From an optimization exercise on the open Yosys and OpenROAD flow, aimed at a short achievable clock period; shortcuts taken in it are not production practice. No functional check of the RTL was part of any run shown here. Power and IR drop assume default switching activity.

==> flow/design.v (outline; a module is shown in full before it is edited, if it fits) <==
// module branch_target_predictor: 960 lines
// module btb_g_inv: 3 lines
// module btb_g_nand2: 3 lines
// module btb_g_nand3: 3 lines
// module btb_g_nor2: 3 lines
// module btb_g_nor4: 4 lines
// module btb_g_xnor2: 3 lines
// module btb_g_o22ai: 4 lines
// module btb_g_mux2i: 3 lines
module branch_target_predictor #(
  parameter int unsigned ADDR_W   = 32,
  parameter int unsigned ENTRIES  = 16,
  parameter logic [1:0]  CTR_INIT = 2'b01,
  parameter int unsigned CNT_W    = 16
) (
  input  logic              clk,
  input  logic              reset,
  input  logic              enable,
  input  logic [ADDR_W-1:0] pc_f,
  output logic              pred_hit,
  output logic              pred_taken,
  output logic [ADDR_W-1:0] pred_target,
  input  logic              upd_valid,
  input  logic [ADDR_W-1:0] upd_pc,
  input  logic              upd_taken,
  input  logic [ADDR_W-1:0] upd_target,
  input  logic              upd_pred_taken,
  input  logic [ADDR_W-1:0] upd_pred_target,
  input  logic              flush_all,
  output logic              mispredict,
  output logic [CNT_W-1:0]  branch_cnt,
  output logic [CNT_W-1:0]  mispred_cnt
);
  // ...
==> flow/flow/run.sh <==
#!/bin/bash
# Own layout flow: the standard synthesis unchanged, then the standard ORFS
# steps with delay cells kept out of buffering (so port buffers and repair
# buffers are real buffers) and port buffers of a fixed drive strength.
set -euo pipefail
PLAT_DU="sky130_fd_sc_hd__probe_p_8 sky130_fd_sc_hd__probec_p_8 sky130_fd_sc_hd__lpflow_bleeder_1 sky130_fd_sc_hd__lpflow_clkbufkapwr_1 sky130_fd_sc_hd__lpflow_clkbufkapwr_16 sky130_fd_sc_hd__lpflow_clkbufkapwr_2 sky130_fd_sc_hd__lpflow_clkbufkapwr_4 sky130_fd_sc_hd__lpflow_clkbufkapwr_8 sky130_fd_sc_hd__lpflow_clkinvkapwr_1 sky130_fd_sc_hd__lpflow_clkinvkapwr_16 sky130_fd_sc_hd__lpflow_clkinvkapwr_2 sky130_fd_sc_hd__lpflow_clkinvkapwr_4 sky130_fd_sc_hd__lpflow_clkinvkapwr_8 sky130_fd_sc_hd__lpflow_decapkapwr_12 sky130_fd_sc_hd__lpflow_decapkapwr_3 sky130_fd_sc_hd__lpflow_decapkapwr_4 sky130_fd_sc_hd__lpflow_decapkapwr_6 sky130_fd_sc_hd__lpflow_decapkapwr_8 sky130_fd_sc_hd__lpflow_inputiso0n_1 sky130_fd_sc_hd__lpflow_inputiso0p_1 sky130_fd_sc_hd__lpflow_inputiso1n_1 sky130_fd_sc_hd__lpflow_inputiso1p_1 sky130_fd_sc_hd__lpflow_inputisolatch_1 sky130_fd_sc_hd__lpflow_isobufsrc_1 sky130_fd_sc_hd__lpflow_isobufsrc_16 sky130_fd_sc_hd__lpflow_isobufsrc_2 sky130_fd_sc_hd__lpflow_isobufsrc_4 sky130_fd_sc_hd__lpflow_isobufsrc_8 sky130_fd_sc_hd__lpflow_isobufsrckapwr_16 sky130_fd_sc_hd__lpflow_lsbuf_lh_hl_isowell_tap_1 sky130_fd_sc_hd__lpflow_lsbuf_lh_hl_isowell_tap_2 sky130_fd_sc_hd__lpflow_lsbuf_lh_hl_isowell_tap_4 sky130_fd_sc_hd__lpflow_lsbuf_lh_isowell_4 sky130_fd_sc_hd__lpflow_lsbuf_lh_isowell_tap_1 sky130_fd_sc_hd__lpflow_lsbuf_lh_isowell_tap_2 sky130_fd_sc_hd__lpflow_lsbuf_lh_isowell_tap_4"
DU="$PLAT_DU sky130_fd_sc_hd__dlygate4sd1_1 sky130_fd_sc_hd__dlygate4sd2_1 sky130_fd_sc_hd__dlygate4sd3_1 sky130_fd_sc_hd__clkdlybuf4s15_1 sky130_fd_sc_hd__clkdlybuf4s15_2 sky130_fd_sc_hd__clkdlybuf4s18_1 sky130_fd_sc_hd__clkdlybuf4s18_2 sky130_fd_sc_hd__clkdlybuf4s25_1 sky130_fd_sc_hd__clkdlybuf4s25_2 sky130_fd_sc_hd__clkdlybuf4s50_1 sky130_fd_sc_hd__clkdlybuf4s50_2 sky130_fd_sc_hd__dlymetal6s2s_1 sky130_fd_sc_hd__dlymetal6s4s_1 sky130_fd_sc_hd__dlymetal6s6s_1"

bash standard.sh synth > flow_synth.log 2>&1
bash standard.sh "DONT_USE_CELLS=$DU" \
  "BUFFER_PORTS_ARGS=-buffer_cell sky130_fd_sc_hd__buf_6" \
  finish > flow_layout.log 2>&1
==> flow/standard.sh <==
#!/bin/bash
# synth_recipe.tcl (not shown) runs the flow's synth.tcl, then flattens the netlist and writes it again
# the make line also repeats each setting of config.mk as NAME=value (left out here)
make -C /OpenROAD-flow-scripts/flow DESIGN_CONFIG=/design/flow/config.mk WORK_HOME=/design/flow/orfs CLKGATE_MAP_FILE= SYNTH_SCRIPT=/design/flow/synth_recipe.tcl "${@:-finish}"
==> flow/config.mk <==
export PLATFORM = sky130hd
export DESIGN_NAME = branch_target_predictor
export DESIGN_NICKNAME = branch_target_predictor
export VERILOG_FILES = /design/flow/design.v
export SDC_FILE = /design/flow/constraint.sdc
export NUM_CORES = 4
export LEC_CHECK = 0
export ABC_CLOCK_PERIOD_IN_PS = 2500
export CAP_MARGIN = 20
export CORE_MARGIN = 2
export CORE_UTILIZATION = 40
export SETUP_SLACK_MARGIN = 2.0
export SLEW_MARGIN = 20
export SYNTH_HIERARCHICAL = 1
export SYNTH_MINIMUM_KEEP_SIZE = 0
==> flow/constraint.sdc <==
create_clock -name core_clock -period 7.0 [get_ports {clk}]
set_input_delay 1.4000 -clock core_clock [delete_from_list [all_inputs] [get_ports {clk}]]
set_output_delay 1.4000 -clock core_clock [all_outputs]
set_load 0.01 [all_outputs]
==> impl_metrics.prom, run 1 <==
# TYPE chip_impl_metric gauge
chip_impl_info{name="outcome",value="timing/DRC/antenna clean"} 1
chip_impl_metric{name="yosys.area_share.xor_xnor",unit="%"} 17.9
chip_impl_metric{name="worst-endpoint-arrival",unit="ns"} 3.61
chip_impl_metric{name="yosys.area_share.adder",unit="%"} 0
chip_impl_metric{name="grt-ovfl-total",unit=""} 0
chip_impl_metric{name="drt_iter0_markers",unit=""} 3752
chip_impl_info{name="regMostFlops",value="tgt_q"} 1
chip_impl_metric{name="final.period_utilization",unit="%"} 71.6
chip_impl_info{name="worst_setup_path_end_kind",value="primary output"} 1
chip_impl_metric{name="grt_max_degree",unit=""} 60
chip_impl_info{name="largest_cell_class",value="registers"} 1
chip_impl_metric{name="synth-seq-cells",unit=""} 976
chip_impl_metric{name="setup-violations-final",unit=""} 0
chip_impl_metric{name="post-layout-total-power",unit="W"} 0.0131
chip_impl_metric{name="drc_errors",unit=""} 0
chip_impl_metric{name="setup_fix_bufs_post_cts",unit=""} 22
chip_impl_metric{name="internal_power",unit="W"} 0.0100
chip_impl_metric{name="pwr_density_cell",unit="nW/um^2"} 244
chip_impl_metric{name="floorplan.io_pins",unit=""} 202
chip_impl_info{name="hold_start",value="valid_q[14]"} 1
chip_impl_info{name="globalRoute.busiestLayer",value="met2"} 1
chip_impl_metric{name="global_route_met3_utilization",unit="%"} 4.10
chip_impl_metric{name="cellLeakagePower",unit="nW"} 16.5
chip_impl_metric{name="layout.nonclk_buf_share",unit="%"} 6.45
chip_impl_metric{name="core",unit="um^2"} 112000
chip_impl_info{name="critical_path_startpoint",value="pc_f[3]"} 1
chip_impl_metric{name="number_of_h_tree_levels",unit=""} 3
==> run 2: changes to the inputs <==
--- a/flow/config.mk
+++ b/flow/config.mk
@@ -9,7 +9,8 @@
 export CAP_MARGIN = 20
 export CORE_MARGIN = 2
 export CORE_UTILIZATION = 40
-export SETUP_SLACK_MARGIN = 2.0
+export SETUP_SLACK_MARGIN = 3.0
 export SLEW_MARGIN = 20
 export SYNTH_HIERARCHICAL = 1
 export SYNTH_MINIMUM_KEEP_SIZE = 0
+export TNS_END_PERCENT = 20
==> run 2 against run 1 <==
Worst setup slack gained 0.12 ns. Flip-flop and latch count is the same. Largest cell class unchanged. Critical path depth shrank 3. Synthesized cell count is the same. Cell count grew 2.3%. Worst hold slack gained 0.0038 ns. Die area is the same. Non-clock buffer count grew 104. Area after synthesis is the same. First-iteration DRC count grew 14%. Highest routed layer unchanged.
==> impl_metrics.prom, run 2 <==
# TYPE chip_impl_metric gauge
chip_impl_info{name="outcome",value="timing/DRC/antenna clean"} 1
chip_impl_metric{name="critPathMaxStageDelay",unit="ns"} 0.45
chip_impl_metric{name="largest_register_ffs",unit=""} 512
chip_impl_info{name="regMostFlops",value="tgt_q"} 1
chip_impl_info{name="reg2reg_from",value="tag_q[21]"} 1
chip_impl_metric{name="layout-drive-gt1-share",unit="%"} 22.9
chip_impl_metric{name="synth-seq-cells",unit=""} 976
chip_impl_info{name="rsz_0062_raised_after_global_routing",value="yes"} 1
chip_impl_info{name="synth_ff_type",value="sky130_fd_sc_hd__edfxtp_1"} 1
chip_impl_info{name="crit_path_cell_trace",value="buf_16, buf_1, nand2b_4, nor2_1, buf_2, a222oi_1, nor4b_4, mux2i_1, buf_4, buf_6"} 1
chip_impl_metric{name="die_width",unit="um"} 340
chip_impl_metric{name="num_vias",unit=""} 30800
chip_impl_metric{name="max-clock-path-buffers",unit=""} 3
chip_impl_metric{name="final_hold_viol_count",unit=""} 0
chip_impl_metric{name="post-layout-total-power",unit="W"} 0.0135
chip_impl_info{name="most_frequent_standard_cell_in_the_layout_excluding_fill_and_tap_cells",value="sky130_fd_sc_hd__edfxtp_1"} 1
chip_impl_metric{name="number_of_h_tree_levels",unit=""} 3
chip_impl_metric{name="asyncSetResetFlopFracSynth",unit="%"} 0
chip_impl_metric{name="timing.clock.skew",unit="ns"} 0.0236
chip_impl_info{name="synth.top_cells.by_area",value="sky130_fd_sc_hd__edfxtp_1 (64%), sky130_fd_sc_hd__xnor2_1 (14%), sky130_fd_sc_hd__xor2_1 (4.1%), sky130_fd_sc_hd__nand3_1 (3.0%), sky130_fd_sc_hd__a22oi_1 (2.2%)"} 1
chip_impl_metric{name="cp_max_fo",unit=""} 11
chip_impl_metric{name="clkLatencyLatePin",unit="ns"} 0.69
chip_impl_metric{name="antenna_cells_inserted",unit=""} 0
chip_impl_info{name="worst_setup_path_end_kind",value="primary output"} 1
chip_impl_info{name="largestRegisters",value="tgt_q x512, tag_q x416, ctr_q x32"} 1
chip_impl_metric{name="synth_largest_type_area_fraction",unit="%"} 63.7
chip_impl_metric{name="drt_iter0_markers",unit=""} 4264
chip_impl_metric{name="antenna_found_initial",unit=""} 4
chip_impl_info{name="hold_class",value="register to register"} 1
chip_impl_metric{name="setup-violations-final",unit=""} 0
chip_impl_metric{name="cts_inserted_buffers",unit=""} 102
chip_impl_metric{name="cts-hold-fix-buffers",unit=""} 0
chip_impl_metric{name="postRouteAntennaNets",unit=""} 0
chip_impl_metric{name="nets",unit=""} 3729
chip_impl_metric{name="max_freq",unit="MHz"} 204
chip_impl_metric{name="clkTransAtPathRegs",unit="ns"} 0.06
chip_impl_metric{name="floorplan.io_pins",unit=""} 202
chip_impl_metric{name="worst-r2r-setup-slack",unit="ns"} 4.56
chip_impl_metric{name="wl_per_cell",unit="um"} 32.4
chip_impl_info{name="synth_most_common_cell",value="sky130_fd_sc_hd__edfxtp_1"} 1
chip_impl_metric{name="tightestPinTransition",unit="ns"} 1.14
chip_impl_metric{name="place_inst",unit=""} 4802
chip_impl_metric{name="hpwl",unit="mm"} 87.1
chip_impl_metric{name="pwr_density_cell",unit="nW/um^2"} 238
chip_impl_info{name="critPathLaunchType",value="input port"} 1
chip_impl_metric{name="postRouteWirelength",unit="mm"} 168
chip_impl_metric{name="vdd_drop_max",unit="mV"} 0.212
chip_impl_metric{name="hold-worst-slack",unit="ns"} 0.527
chip_impl_metric{name="max_slew_margin",unit="%"} 24.0
chip_impl_metric{name="synthesis.area",unit="um^2"} 45200
chip_impl_info{name="ys_top_cells_by_count",value="sky130_fd_sc_hd__edfxtp_1 (960), sky130_fd_sc_hd__xnor2_1 (711), sky130_fd_sc_hd__nand3_1 (267)"} 1
chip_impl_metric{name="finish.utilization",unit="%"} 50.5
chip_impl_metric{name="drc_errors",unit=""} 0
chip_impl_metric{name="grt_pass1_wl",unit="mm"} 229
chip_impl_metric{name="cts.sinks",unit=""} 976
chip_impl_metric{name="library_cells_used_by_synthesis",unit=""} 55
chip_impl_metric{name="syn_inst",unit=""} 3183
chip_impl_metric{name="period_needed",unit="ns"} 4.89
chip_impl_metric{name="synthToLayoutAreaGrowth",unit="%"} 25.4
chip_impl_metric{name="yosysWarnings",unit=""} 7
chip_impl_metric{name="grt_pass1_vias",unit=""} 29400
chip_impl_info{name="critical_path_class",value="input port to primary output"} 1
chip_impl_metric{name="routed_via_density",unit=""} 5.95
chip_impl_info{name="worst_path_max_delay_cell",value="sky130_fd_sc_hd__a222oi_1"} 1
chip_impl_info{name="clock_tree.root_cell",value="sky130_fd_sc_hd__clkbuf_16"} 1
chip_impl_metric{name="reg2reg_depth",unit=""} 5
chip_impl_metric{name="post_synthesis_average_cell_area",unit="um^2"} 14.2
chip_impl_metric{name="cellLeakagePower",unit="nW"} 18.0
chip_impl_metric{name="firstDrtPassIters",unit=""} 6
chip_impl_metric{name="place.gp.congestion",unit=""} 0.821
chip_impl_info{name="critical_path_startpoint",value="pc_f[2]"} 1
chip_impl_metric{name="totalNegativeSetupSlack",unit="ns"} 0
chip_impl_metric{name="fillers",unit=""} 9510
chip_impl_info{name="synth_area_leader_cell",value="sky130_fd_sc_hd__edfxtp_1"} 1
chip_impl_metric{name="worst-endpoint-arrival",unit="ns"} 3.49
chip_impl_info{name="layout.cells.most_common_list",value="sky130_fd_sc_hd__edfxtp_1 (960), sky130_fd_sc_hd__xnor2_1 (633), sky130_fd_sc_hd__nand3_1 (230), sky130_fd_sc_hd__xor2_1 (207), sky130_fd_sc_hd__buf_6 (173)"} 1
chip_impl_info{name="clock_tree_from_tritoncts",value="done"} 1
chip_impl_metric{name="final-max-slew-violation-count",unit=""} 0
chip_impl_metric{name="grt-ovfl-total",unit=""} 0
chip_impl_metric{name="final_cell_count_without_fillers",unit=""} 5184
chip_impl_metric{name="rows",unit=""} 123
chip_impl_metric{name="final.period_utilization",unit="%"} 69.9
chip_impl_metric{name="cp.required",unit="ns"} 5.60
chip_impl_info{name="worst_setup_endpoint",value="pred_target[21]"} 1
chip_impl_info{name="crit_reg_reg_endpoint",value="ctr_q[0]"} 1
chip_impl_metric{name="ys_seq_area_share",unit="%"} 64.4
chip_impl_metric{name="groute.usage.overall",unit="%"} 28.1
chip_impl_metric{name="die_h",unit="um"} 340
chip_impl_metric{name="core",unit="um^2"} 112000
chip_impl_metric{name="initial_core_util",unit="%"} 40.3
chip_impl_metric{name="maxCapViolCount",unit=""} 0
chip_impl_metric{name="synth_enable_flop_cells",unit=""} 960
chip_impl_metric{name="grt_max_degree",unit=""} 60
chip_impl_metric{name="die-area",unit="um^2"} 116000
chip_impl_metric{name="io_buffer_count",unit=""} 167
## run 2: cell counts after synthesis
No cell type changed its count.
## run 2: worst min-delay path by stage
stage	slack (ns)	cells after the start	from	to
2_1_floorplan	0.48	1	valid_q[0]	valid_q[0]
3_3_place_gp	0.50	1	valid_q[5]	valid_q[5]
3_5_place_dp	0.51	1	valid_q[8]	valid_q[8]
4_1_cts	0.52	1	valid_q[8]	valid_q[8]
5_1_grt	0.56	1	valid_q[0]	valid_q[0]
6_report	0.53	1	valid_q[8]	valid_q[8]
## run 2: modules after synthesis, one instance, submodules excluded
module	flip-flops and latches	cells inside	copies in the design	area (um^2)
btb_g_xnor2	0	1	416	8.76
btb_g_nand2	0	1	6	3.75
branch_target_predictor	976	2417	1	39700
btb_g_inv	0	1	4	3.75
btb_g_nor4	0	1	4	12.5
btb_g_o22ai	0	1	16	6.26
btb_g_mux2i	0	1	32	10.0
btb_g_nor2	0	1	80	3.75
btb_g_nand3	0	1	208	5.00
## run 2: layout make-up
type / instances / area [um^2] / area share, %
clock inverter: 66 / 747 / 1.32
multi-input combinational: 2076 / 17200 / 30.3
timing repair buffer: 427 / 5020 / 8.86
inverter: 11 / 61.3 / 0.108
tap: 1500 / 1880 / 3.31
sequential: 976 / 29100 / 51.4
clock buffer: 128 / 2680 / 4.73
## run 2: repair_timing
action / in CTS / in global routing
endpoints found under the setup margin: 228 / 35
setup buffers: 126 / 28
gates cloned: 28 / 6
gates resized for setup: 416 / 98
pin swaps: 96 / 59
## run 2: routing by layer
layer	part of all wire [%]	global-route usage, %	vias to the layer above	routed length, um
li1	-	-	12800	-
met1	39	38.7	15700	66000
met2	46	44.4	1969	76900
met3	10	4.78	367	17200
met4	4.7	11.2	2	7960
met5	0.0065	0	-	11
## run 2: per-stage QoR
stage / setup WS, ns / instance area (um^2)
after floorplan: 2.24 / 45400
after global placement: 0.782 / 48800
after detailed placement: 0.793 / 48800
after CTS: 2.19 / 55900
after global routing: 2.07 / 56700
final: 2.11 / 56700
## run 2: kinds of logic after synthesis
family	count (synthesis)	share of synthesized area [%]
and+or+nand+nor	739	8.38
AOI/OAI and AO/OA	317	5.60
DFF	976	64.4
buffers and inverters	164	2.25
other	1	0.00829
muxes	60	1.38
xor gates and xnor gates	926	17.9
## run 2: worst max-delay path: cells and delay by family
| kind | cells | cell delay (ns) |
|---|---|---|
| AO/OA/AOI/OAI | 1 | 0.45 |
| AND/OR/NAND/NOR | 3 | 0.60 |
| multiplexers | 1 | 0.15 |
| buffers and inverters | 5 | 0.87 |
## run 2: power breakdown
group	internal, W	total, W	switching [W]
logic	0.000557	0.00139	0.000837
registers	0.00645	0.00647	0.0000202
clock network	0.00322	0.00561	0.00239
total	0.0102	0.0135	0.00324

==> separate check: timing with driven ports <==
The results above use ideal ports. As a check the final layouts listed here were re-extracted and re-timed, cells and wires unchanged. Step 1, drivers: a clkbuf_16 drives clk and a buf_2 each remaining input, both assumed. Step 2 adds t to the input delays and takes it off the output delays; t is the mean of the earliest and latest rising clock arrival at the registers after step 1. Input paths then give back, and output paths get back, about the clock's delay inside the block. Slacks: ideal ports / drivers / drivers and shift; pairs: ideal ports / drivers.
run | shift t [ns] | slack for setup (ns) | slew at the worst register clock pin (ns)
run 1 | 0.754 | 1.986 / 1.752 / 1.752 | 0.06 / 0.06
run 2 | 0.752 | 2.109 / 1.781 / 1.781 | 0.07 / 0.07
After both steps every run listed still meets setup and hold. For run 2, which loses most, drivers alone change the setup slack by -0.328 ns; drivers and shift together by -0.328 ns.
